From an optimization exercise on the open Yosys and OpenROAD flow, aimed at small area; shortcuts taken in it are not production practice.
No activity file was given, so power comes from the tool's default toggle rates.

==> flow/design.v <==
module calc_core #(
  parameter  int WIDTH = 32,
  localparam int NIB   = WIDTH / 4,
  localparam int SHW   = $clog2(WIDTH)
) (
  input  logic               clk,
  input  logic               rst,
  input  logic [NIB-1:0]     inc_pulse,
  input  logic               dec,
  input  logic               sel,
  input  logic [3:0]         op,
  input  logic               start,
  output logic               busy,
  output logic               done,
  output logic [WIDTH-1:0]   opa,
  output logic [WIDTH-1:0]   opb,
  output logic [2*WIDTH-1:0] result,
  output logic [2*WIDTH-1:0] last_result,
  output logic               zf,
  output logic               sf,
  output logic               cf,
  output logic               of,
  output logic               err
);
  localparam int W2 = 2 * WIDTH;
  logic             busy_q, done_q, zv_q, wb_q, cq_q;
  logic [SHW+1:0]   cnt_q;
  logic [3:0]       opr_q;
  logic [WIDTH-1:0] x_q, y_q, opa_q, opb_q;
  logic [W2-1:0]    res_q, last_q;
  logic             sf_q, cf_q, of_q, err_q;
  logic o_add, o_sub, o_mul, o_div, o_and, o_or, o_nor, o_not, o_slt, o_sltu;
  logic o_shl, o_shr, o_sra, o_rol, o_pass, o_addsub, o_cmp, o_logic;
  always_comb begin
    o_add    = opr_q == 4'h0;
    o_sub    = opr_q == 4'h1;
    o_mul    = opr_q == 4'h2;
    o_div    = opr_q == 4'h3;
    o_and    = opr_q == 4'h4;
    o_or     = opr_q == 4'h5;
    o_nor    = opr_q == 4'h6;
    o_not    = opr_q == 4'h7;
    o_slt    = opr_q == 4'h8;
    o_sltu   = opr_q == 4'h9;
    o_shl    = opr_q == 4'hA;
    o_shr    = opr_q == 4'hB;
    o_sra    = opr_q == 4'hC;
    o_rol    = opr_q == 4'hD;
    o_pass   = opr_q == 4'hE;
    o_cmp    = o_slt | o_sltu;
    o_addsub = o_add | o_sub;
    o_logic  = o_and | o_or | o_nor | o_not | o_pass;
  end
  logic [SHW+1:0] cnt_inc;
  logic [1:0]     hi;
  logic [SHW-1:0] tgt;
  logic           last, lmid, fin;
  always_comb begin
    cnt_inc = cnt_q + 1'b1;
    hi      = (o_shr | o_sra) ? 2'b11 : (o_logic ? 2'b10 : 2'b01);
    tgt     = (o_shl | o_rol) ? opb_q[SHW-1:0] : '0;
    last    = (cnt_inc == {hi, tgt});
    lmid    = (cnt_inc == {2'b01, {SHW{1'b0}}});
    fin     = busy_q && !wb_q && last;
  end
  logic m_xfer, m_rot, m_dupy, m_xrot, m_lgc, m_ldb;
  always_comb begin
    m_ldb  = o_logic && lmid;                        
    m_xrot = o_logic && !cnt_q[SHW];                 
    m_lgc  = o_logic && cnt_q[SHW];                  
    m_rot  = (o_shr | o_sra) && !cnt_q[SHW+1];       
    m_dupy = o_rol && cnt_q[SHW];                    
    m_xfer = !(o_mul | o_div | m_rot | m_dupy | o_logic);
  end
  logic             xa, yb, fbit, inv, cout, q, lt, x0in, pre, c, cb;
  logic             sel_s, sel_t;
  logic [WIDTH-1:0] t, bp, u, s, xi, x_step, y_step;
  always_comb begin
    xa = x_q[WIDTH-1];
    yb = y_q[WIDTH-1];
    if (o_mul || (o_logic && !cnt_q[SHW]))
      fbit = 1'b0;
    else if (m_dupy)
      fbit = yb;
    else if (m_lgc)
      fbit = o_and ? (xa & yb) : o_or ? (xa | yb) : o_nor ? ~(xa | yb)
           : o_not ? ~xa : xa;
    else
      fbit = xa;
    t   = {y_q[WIDTH-2:0], fbit};
    inv = o_sub || o_div || o_cmp;
    bp  = opb_q ^ {WIDTH{inv}};
    cb = inv;
    for (int k = 0; k < 4; k++) begin
      c = (k == 0) ? inv : 1'b0;
      for (int j = 0; j < 8; j++) begin
        u[8*k+j] = t[8*k+j] ^ bp[8*k+j] ^ c;
        c = (t[8*k+j] & bp[8*k+j]) | (t[8*k+j] & c) | (bp[8*k+j] & c);
      end
      if (k == 0) begin
        s[7:0] = u[7:0];
        cb     = c;
      end else begin
        pre = 1'b1;
        for (int j = 0; j < 8; j++) begin
          s[8*k+j] = u[8*k+j] ^ (cb & pre);
          pre      = pre & u[8*k+j];
        end
        cb = c | (cb & pre);
      end
    end
    cout = cb;
    q    = yb | cout;
    lt   = o_slt ? ((t[WIDTH-1] != opb_q[WIDTH-1]) ? t[WIDTH-1] : !cout)
                 : !cout;
    sel_s = (o_mul && xa) || (o_div && q) || (o_addsub && last) || m_ldb;
    sel_t = !sel_s && !(o_cmp && last);
    y_step = sel_s ? s : (sel_t ? t : {{(WIDTH-1){1'b0}}, lt});
    xi  = x_q;
    pre = cq_q;
    for (int j = 0; j < WIDTH; j++) begin
      xi[j] = x_q[j] ^ pre;
      pre   = pre & x_q[j];
    end
    if (o_mul || m_rot)
      x0in = yb;
    else if (m_xrot)
      x0in = xa;
    else
      x0in = o_div && q;
    x_step = {xi[WIDTH-2:0], x0in};
  end
  logic             i_shift;
  always_comb begin
    i_shift = op[3] && (op[2:1] == 2'b01 || op[2:0] == 3'b100 || op[2:0] == 3'b101);
  end
  logic [WIDTH-1:0] opa_d, opb_d;
  logic             edit;
  function automatic logic [3:0] tog(input logic [3:0] n, input logic d, input logic en);
    logic [3:0] tt;
    tt[0] = en;
    tt[1] = tt[0] & (n[0] ^ d);
    tt[2] = tt[1] & (n[1] ^ d);
    tt[3] = tt[2] & (n[2] ^ d);
    tog = n ^ tt;
  endfunction
  always_comb begin
    edit  = !busy_q && !start;
    for (int i = 0; i < NIB; i++) begin
      opa_d[4*i +: 4] = tog(opa_q[4*i +: 4], dec, edit && inc_pulse[i] && !sel);
      opb_d[4*i +: 4] = tog(opb_q[4*i +: 4], dec, edit && inc_pulse[i] && sel);
    end
  end
  logic bz;
  assign bz = (opb_q == '0);
  logic wb_a, wb_b, wb_s, wb_cf, wb_of;
  always_comb begin
    wb_a  = opa_q[WIDTH-1];
    wb_b  = opb_q[WIDTH-1] ^ o_sub;
    wb_s  = y_q[WIDTH-1];
    wb_cf = (wb_a & wb_b) | ((wb_a | wb_b) & !wb_s);
    wb_of = (wb_a == wb_b) && (wb_s != wb_a);
  end
  always_ff @(posedge clk) begin
    if (busy_q) begin
      x_q   <= x_step;
      y_q   <= y_step;
      cnt_q <= cnt_inc;
      wb_q  <= fin;
      cq_q  <= o_mul && xa && cout;
    end else begin
      x_q   <= i_shift ? res_q[WIDTH-1:0] : opa_q;
      y_q   <= {WIDTH{op == 4'hC && res_q[WIDTH-1]}};
      cnt_q <= {2'b00, (op == 4'hB || op == 4'hC) ? opb_q[SHW-1:0] : {SHW{1'b0}}};
      wb_q  <= 1'b0;
      cq_q  <= 1'b0;
      opr_q <= op;
    end
  end
  always_ff @(posedge clk or posedge rst) begin
    if (rst) begin
      busy_q <= 1'b0;
      done_q <= 1'b0;
      opa_q  <= '0;
      opb_q  <= '0;
      res_q  <= '0;
      last_q <= '0;
      zv_q   <= 1'b0;
      sf_q   <= 1'b0;
      cf_q   <= 1'b0;
      of_q   <= 1'b0;
      err_q  <= 1'b0;
    end else begin
      opa_q  <= opa_d;
      opb_q  <= opb_d;
      done_q <= (busy_q && wb_q) || (!busy_q && start && op == 4'hF);
      if (busy_q) begin
        if (wb_q) busy_q <= 1'b0;
      end else if (start && op != 4'hF) begin
        busy_q <= 1'b1;
      end
      if (!busy_q && start && op == 4'hF) err_q <= 1'b1;
      if (busy_q && wb_q) begin
        res_q  <= {xi, y_q};
        last_q <= res_q;
        zv_q   <= 1'b1;
        sf_q   <= o_mul ? xi[WIDTH-1] : y_q[WIDTH-1];
        cf_q   <= o_addsub && wb_cf;
        of_q   <= o_addsub && wb_of;
        err_q  <= o_div && bz;
      end
    end
  end
  assign busy        = busy_q;
  assign done        = done_q;
  assign opa         = opa_q;
  assign opb         = opb_q;
  assign result      = res_q;
  assign last_result = last_q;
  assign zf          = zv_q && (res_q == '0);
  assign sf          = sf_q;
  assign cf          = cf_q;
  assign of          = of_q;
  assign err         = err_q;
endmodule
==> flow/config.mk <==
export PLATFORM = sky130hd
export DESIGN_NAME = calc_core
export DESIGN_NICKNAME = calc_core
export VERILOG_FILES = /design/flow/design.v
export SDC_FILE = /design/flow/constraint.sdc
export NUM_CORES = 4
export LEC_CHECK = 0
export CAP_MARGIN = 40
export CORE_MARGIN = 2
export CORE_UTILIZATION = 40
export SLEW_MARGIN = 20
==> flow/constraint.sdc <==
create_clock -name core_clock -period 8.0 [get_ports {clk}]
set_input_delay 1.6000 -clock core_clock [delete_from_list [all_inputs] [get_ports {clk}]]
set_output_delay 1.6000 -clock core_clock [all_outputs]
set_load 0.01 [all_outputs]
standard.sh (not shown) runs the stock make flow with config.mk's settings and CLKGATE_MAP_FILE= SYNTH_SCRIPT=/design/flow/synth_recipe.tcl, a recipe that flattens the netlist after the stock synthesis.
==> flow/flow/run.sh <==
#!/bin/bash
# The standard layout (standard.sh), with three changes:
#  - synthesis maps with an area-recovering ABC script (same Yosys flow,
#    same registers; only the ABC script differs), see abc.script
#  - port buffers use the smallest buffer cell
#  - CTS inserts no dummy loads and uses clkbuf_8 leaves
set -euo pipefail
here=$(pwd)
rm -rf "$here/scripts_abc"
cp -r "$FLOW_HOME/scripts" "$here/scripts_abc"
cp "$here/flow/abc.script" "$here/scripts_abc/abc_speed.script"
SCRIPTS_DIR="$here/scripts_abc" bash standard.sh synth > synth.log 2>&1
export BUFFER_PORTS_ARGS="-buffer_cell sky130_fd_sc_hd__buf_1"
export CTS_ARGS="-sink_clustering_enable -repair_clock_nets -dont_use_dummy_load -buf_list sky130_fd_sc_hd__clkbuf_8 -sink_clustering_size 20 -sink_clustering_max_diameter 60"
bash standard.sh finish > layout.log 2>&1
==> flow/flow/abc.script <==
strash
dch -f
amap -m -F 4 -A 8
topo
buffer -c
topo
stime -c
upsize -c
dnsize -c
The starting point produced a clean layout.
Change:
--- a/flow/flow/run.sh
+++ b/flow/flow/run.sh
@@ -14 +14 @@
-export CTS_ARGS="-sink_clustering_enable -repair_clock_nets -dont_use_dummy_load -buf_list sky130_fd_sc_hd__clkbuf_8 -sink_clustering_size 20 -sink_clustering_max_diameter 60"
+export CTS_ARGS="-sink_clustering_enable -repair_clock_nets -dont_use_dummy_load -buf_list sky130_fd_sc_hd__clkbuf_16 -sink_clustering_size 30 -sink_clustering_max_diameter 80"
Result: Die area is unchanged; combinational power stays flat; via count drops by 0.60%; synthesized area stays the same; sequential power is about the same; total power came out higher by 1.8%; core utilization grows by 0.25 points; setup slack got worse by 0.015 ns; non-clock buffer count is unchanged; hold slack is better by 0.0050 ns; synthesized cell count stays the same.
No run of this note included a check of the RTL's function; only the layout flow was run.

## what the ideal ports hide
The flow's constraints put no driver on any port. The routed layouts listed below were extracted and timed again, unchanged, in two steps. Step 1, drivers: a clkbuf_16 drives clk and a buf_2 each remaining input, both assumed. Step 2 times the ports against the registers' clock, not the clock port: input delays grow and output delays shrink by t, the midpoint of the rising clock arrivals with the driver on. Three values: ideal ports, drivers, drivers and shift; two values: the first two.
run	t, ns	setup slack, ns	worst setup path after step 2	clock arrival spread, ns
the first run	0.607	0.662 / 0.662 / 0.662	register to register	0.072 / 0.073
the second run	0.546	0.647 / 0.647 / 0.647	register to register	0.063 / 0.063
After both steps every run listed still meets setup and hold.
